What follows belongs to an exercise in optimizing a design on an open flow for small area; a production flow would make more cautious choices. Only simulation tests tie the RTL to the original design; equivalence was not proved. Power and IR drop assume default switching activity.

the baseline:
==> flow/design.v <==
module cpu_top (
    input  logic        clk,
    input  logic        rst_n,
    input  logic [15:0] i_imem_data,
    input  logic [15:0] i_dmem_rdata,
    output logic [10:0] o_imem_addr,
    output logic [10:0] o_dmem_addr,
    output logic        o_dmem_we,
    output logic [15:0] o_dmem_wdata,
    output logic        o_io_stall
);
    logic [2:0]  st_q;
    logic [3:0]  t_q;
    logic [10:0] pc_q;
    logic [15:0] a_q;
    logic [15:0] r_q;
    logic [15:0] x_q;
    logic [3:0]  pidx_q;
    logic        pend_q;
    logic [15:0] ring [16];
    logic        clr_q;
    wire [15:0] ir = i_imem_data;
    wire [2:0]  op = ir[15:13];
    wire [3:0]  rs = ir[12:9];
    wire [3:0]  rt = ir[8:5];
    wire [3:0]  rd = ir[4:1];
    wire        fb = ir[0];
    wire is_alu = (op == 3'd0) || (op == 3'd1 && !fb);    
    wire is_mul = (op == 3'd1) && fb;
    wire is_ls  = (op == 3'd2) || (op == 3'd3);
    wire is_lw  = (op == 3'd2);
    logic [2:0] last;
    always_comb begin
        case (op)
            3'd0:    last = 3'd5;
            3'd1:    last = fb ? 3'd6 : 3'd5;
            3'd2:    last = 3'd7;
            3'd3:    last = 3'd6;
            default: last = 3'd4;
        endcase
    end
    wire is_last = (st_q == last);
    always_ff @(posedge clk or negedge rst_n) begin
        if (!rst_n)            st_q <= 3'd0;
        else if (st_q == 3'd0) st_q <= 3'd2;
        else if (is_last)      st_q <= 3'd1;
        else                   st_q <= st_q + 3'd1;
    end
    always_ff @(posedge clk or negedge rst_n) begin
        if (!rst_n) t_q <= 4'd0;
        else        t_q <= t_q + 4'd1;
    end
    assign o_io_stall = (st_q != 3'd1);
    wire [3:0] ridx = (st_q == 3'd2) ? rs : rt;
    wire [3:0] slot = ridx + t_q;
    wire       fwd  = pend_q && (ridx == pidx_q);
    logic [15:0] rdata;
    always_comb begin
        rdata = fwd ? x_q : 16'd0;
        for (int s = 0; s < 16; s++)
            rdata = rdata | (ring[s] & {16{!clr_q && !fwd && (slot == 4'(s))}});
    end
    always_ff @(posedge clk) begin
        if (st_q == 3'd2) a_q <= rdata;
        r_q <= rdata;
    end
    logic mul_q, ls_q, sub_q, slt_q;
    always_ff @(posedge clk) begin
        mul_q <= is_mul;
        ls_q  <= is_ls;
        sub_q <= (op == 3'd0) ? fb : 1'b1;
        slt_q <= (op == 3'd1) && !fb;
    end
    logic [4:0] win;
    always_comb begin
        case (st_q)
            3'd4:    win = r_q[15:11];
            3'd5:    win = r_q[11:7];
            3'd6:    win = r_q[7:3];
            default: win = {r_q[3:0], 1'b0};
        endcase
    end
    wire one_lo = mul_q ? (win[1] ^ win[0]) : 1'b1;
    wire two_lo = mul_q && ((win[2] && !win[1] && !win[0]) || (!win[2] && win[1] && win[0]));
    wire neg_lo = mul_q && win[2];
    wire one_hi = mul_q && (win[3] ^ win[2]);
    wire two_hi = mul_q && ((win[4] && !win[3] && !win[2]) || (!win[4] && win[3] && win[2]));
    wire neg_hi = mul_q && win[4];
    wire [15:0] a_sh  = {a_q[14:0], 1'b0};
    wire [15:0] pp_lo = ((a_q & {16{one_lo}}) | (a_sh & {16{two_lo}})) ^ {16{neg_lo}};
    wire [15:0] pp_hi = ((a_q & {16{one_hi}}) | (a_sh & {16{two_hi}})) ^ {16{neg_hi}};
    logic [15:0] acc;
    always_comb begin
        if (mul_q)
            acc = {((st_q == 3'd4) ? 12'd0 : x_q[11:0]), 1'b0, neg_hi, 1'b0, neg_lo};
        else if (ls_q)
            acc = {{11{ir[4]}}, ir[4:0]};
        else
            acc = r_q ^ {16{sub_q}};
    end
    wire        cin  = !mul_q && !ls_q && sub_q;
    wire [15:0] tree = acc + pp_lo + {pp_hi[13:0], 1'b0, cin};
    wire lt = (a_q[15] != r_q[15]) ? a_q[15] : tree[15];
    wire eq = (a_q == r_q);
    wire prod_alu = is_alu && (st_q == 3'd4);
    wire addr_ls  = is_ls  && (st_q == 3'd4);
    wire prod_lw  = is_lw  && (st_q == 3'd6);
    wire step_mul = is_mul && (st_q == 3'd4 || st_q == 3'd5 || st_q == 3'd6 || st_q == 3'd1);
    wire prod_mul = is_mul && (st_q == 3'd1);
    wire produce  = prod_alu || prod_lw || prod_mul;
    always_ff @(posedge clk) begin
        if (prod_alu && slt_q)                 x_q <= {15'd0, lt};
        else if (prod_lw)                      x_q <= i_dmem_rdata;
        else if (prod_alu || addr_ls || step_mul) x_q <= tree;
    end
    always_ff @(posedge clk) begin
        if (produce) pidx_q <= is_lw ? rt : rd;
    end
    wire [3:0]  widx   = prod_mul ? rd : pidx_q;
    wire [3:0]  wslot  = widx + t_q + 4'd1;
    wire        commit = (pend_q || prod_mul) && (wslot[1:0] == 2'd0);
    wire [15:0] wres   = prod_mul ? tree : x_q;
    always_ff @(posedge clk or negedge rst_n) begin
        if (!rst_n)       pend_q <= 1'b0;
        else if (produce) pend_q <= !(prod_mul && commit);
        else if (commit)  pend_q <= 1'b0;
    end
    always_ff @(posedge clk or negedge rst_n) begin
        if (!rst_n)             clr_q <= 1'b1;
        else if (st_q == 3'd4)  clr_q <= 1'b0;
    end
    wire [15:0] wval = wres & {16{!clr_q}};
    always_ff @(posedge clk) begin
        for (int s = 0; s < 16; s++) begin
            if (s % 4 == 0 && (clr_q || (commit && wslot[3:2] == 2'(s / 4))))
                ring[s] <= wval;
            else
                ring[s] <= ring[(s + 15) % 16];
        end
    end
    wire        taken = (op == 3'd4) && eq;
    wire [10:0] pinc  = pc_q + (taken ? {{6{ir[4]}}, ir[4:0]} : 11'd0) + 11'd1;
    always_ff @(posedge clk or negedge rst_n) begin
        if (!rst_n)       pc_q <= 11'd0;
        else if (is_last) pc_q <= (op == 3'd5) ? ir[11:1] : pinc;
    end
    assign o_imem_addr  = pc_q;
    assign o_dmem_addr  = x_q[10:0];
    assign o_dmem_we    = (st_q == 3'd5) && (op == 3'd3);
    assign o_dmem_wdata = r_q;
endmodule
clock: 5.5 ns
lec_check: 0
abc_area: 1
cap_margin: 20
core_margin: 2
core_utilization: 55
gpl_timing_driven: 0
slew_margin: 20
standard.sh (not shown) runs the stock make flow with config.mk's settings and CLKGATE_MAP_FILE= SYNTH_SCRIPT=/design/flow/synth_recipe.tcl, a recipe that flattens the netlist after the stock synthesis.
==> flow/flow/run.sh <==
#!/bin/bash
# Layout flow: ORFS through the standard.sh, with
#  - synthesis mapping combinational logic with the ABC script in
#    flow/abc_area.script (ORFS's synthesis is otherwise unchanged: same
#    yosys passes, same flip-flop mapping and register names),
#  - the make variables listed in flow/extra.txt (one NAME=VALUE per line).
# Each tool's full output stays in orfs/logs; make's output is in standard.log.
set -euo pipefail
cp -r "$FLOW_HOME/scripts" scripts_own
cp flow/abc_area.script scripts_own/abc_area.script
args=("SCRIPTS_DIR=$PWD/scripts_own")
if [[ -f flow/extra.txt ]]; then
  while IFS= read -r line; do
    [[ -z "$line" || "$line" == \#* ]] && continue
    args+=("$line")
  done < flow/extra.txt
fi
printf '%s\n' "${args[@]}" > make_args.log
bash standard.sh finish "${args[@]}" > standard.log 2>&1
==> flow/flow/abc_area.script <==
strash
&get -n
&st
&dch
&nf
&put
topo
==> flow/flow/extra.txt <==
BUFFER_PORTS_ARGS=-buffer_cell sky130_fd_sc_hd__buf_1
CTS_ARGS=-sink_clustering_enable -repair_clock_nets -dont_use_dummy_load
> inputs changed (the baseline -> the candidate)
- CAP_MARGIN now 10, was 20
- SLEW_MARGIN now 10, was 20
==> flow/flow/extra.txt <==
BUFFER_PORTS_ARGS=-buffer_cell sky130_fd_sc_hd__buf_1
CTS_ARGS=-sink_clustering_enable -repair_clock_nets -dont_use_dummy_load -sink_clustering_size 22 -sink_clustering_max_diameter 200 -buf_list {sky130_fd_sc_hd__clkbuf_8 sky130_fd_sc_hd__clkbuf_16}
### Flow results
The depth of the CTS H-tree number comes out higher for the baseline vs the candidate. The critical path data required time of the candidate and that of the baseline are within noise of each other. Capturing element of the worst setup path = a_q[12]: the baseline; capturing element of the worst setup path = x_q[0]: the candidate. In the candidate, headroom to the max-slew limit is lower than in the baseline. Between the candidate and the baseline, it is the candidate whose violation count after the first detailed-routing iteration is lower, by about 15%. Compared with the baseline, the detailed router inserted fewer vias in the candidate. STATUS clock period minus worst slack: the candidate wins against the baseline. Summary — power per unit of standard cell area, the candidate relative to the baseline: lower, by 3.7%. Diff the candidate..the baseline | synthesized netlist net count | unchanged.

## separate check: timing with driven ports
The flow's constraints put no driver on any port. The routed layouts listed below were extracted and timed again, unchanged, in two steps. Step 1 (the two cells are an assumption about what drives the block):
set clk [get_ports {clk}]
set_driving_cell -lib_cell sky130_fd_sc_hd__clkbuf_16 $clk
set_driving_cell -lib_cell sky130_fd_sc_hd__buf_2 [delete_from_list [all_inputs] $clk]
Step 2 also shifts input and output timing later by t, the mid clock arrival at the registers, as if the neighbouring blocks saw the same clock. Slacks: ideal ports / drivers / drivers and shift; pairs: ideal ports / drivers.
run	shift t [ns]	setup slack, ns	hold WS [ns]	worst setup path after step 2
the baseline	0.547	0.201 / 0.201 / 0.153	0.323 / 0.323 / 0.323	input to register
the candidate	0.530	0.229 / 0.229 / 0.047	0.293 / 0.293 / 0.293	input to register
After both steps every run listed still meets setup and hold. For the candidate, which loses most, drivers alone change the setup slack by 0.000 ns; drivers and shift together by -0.182 ns.
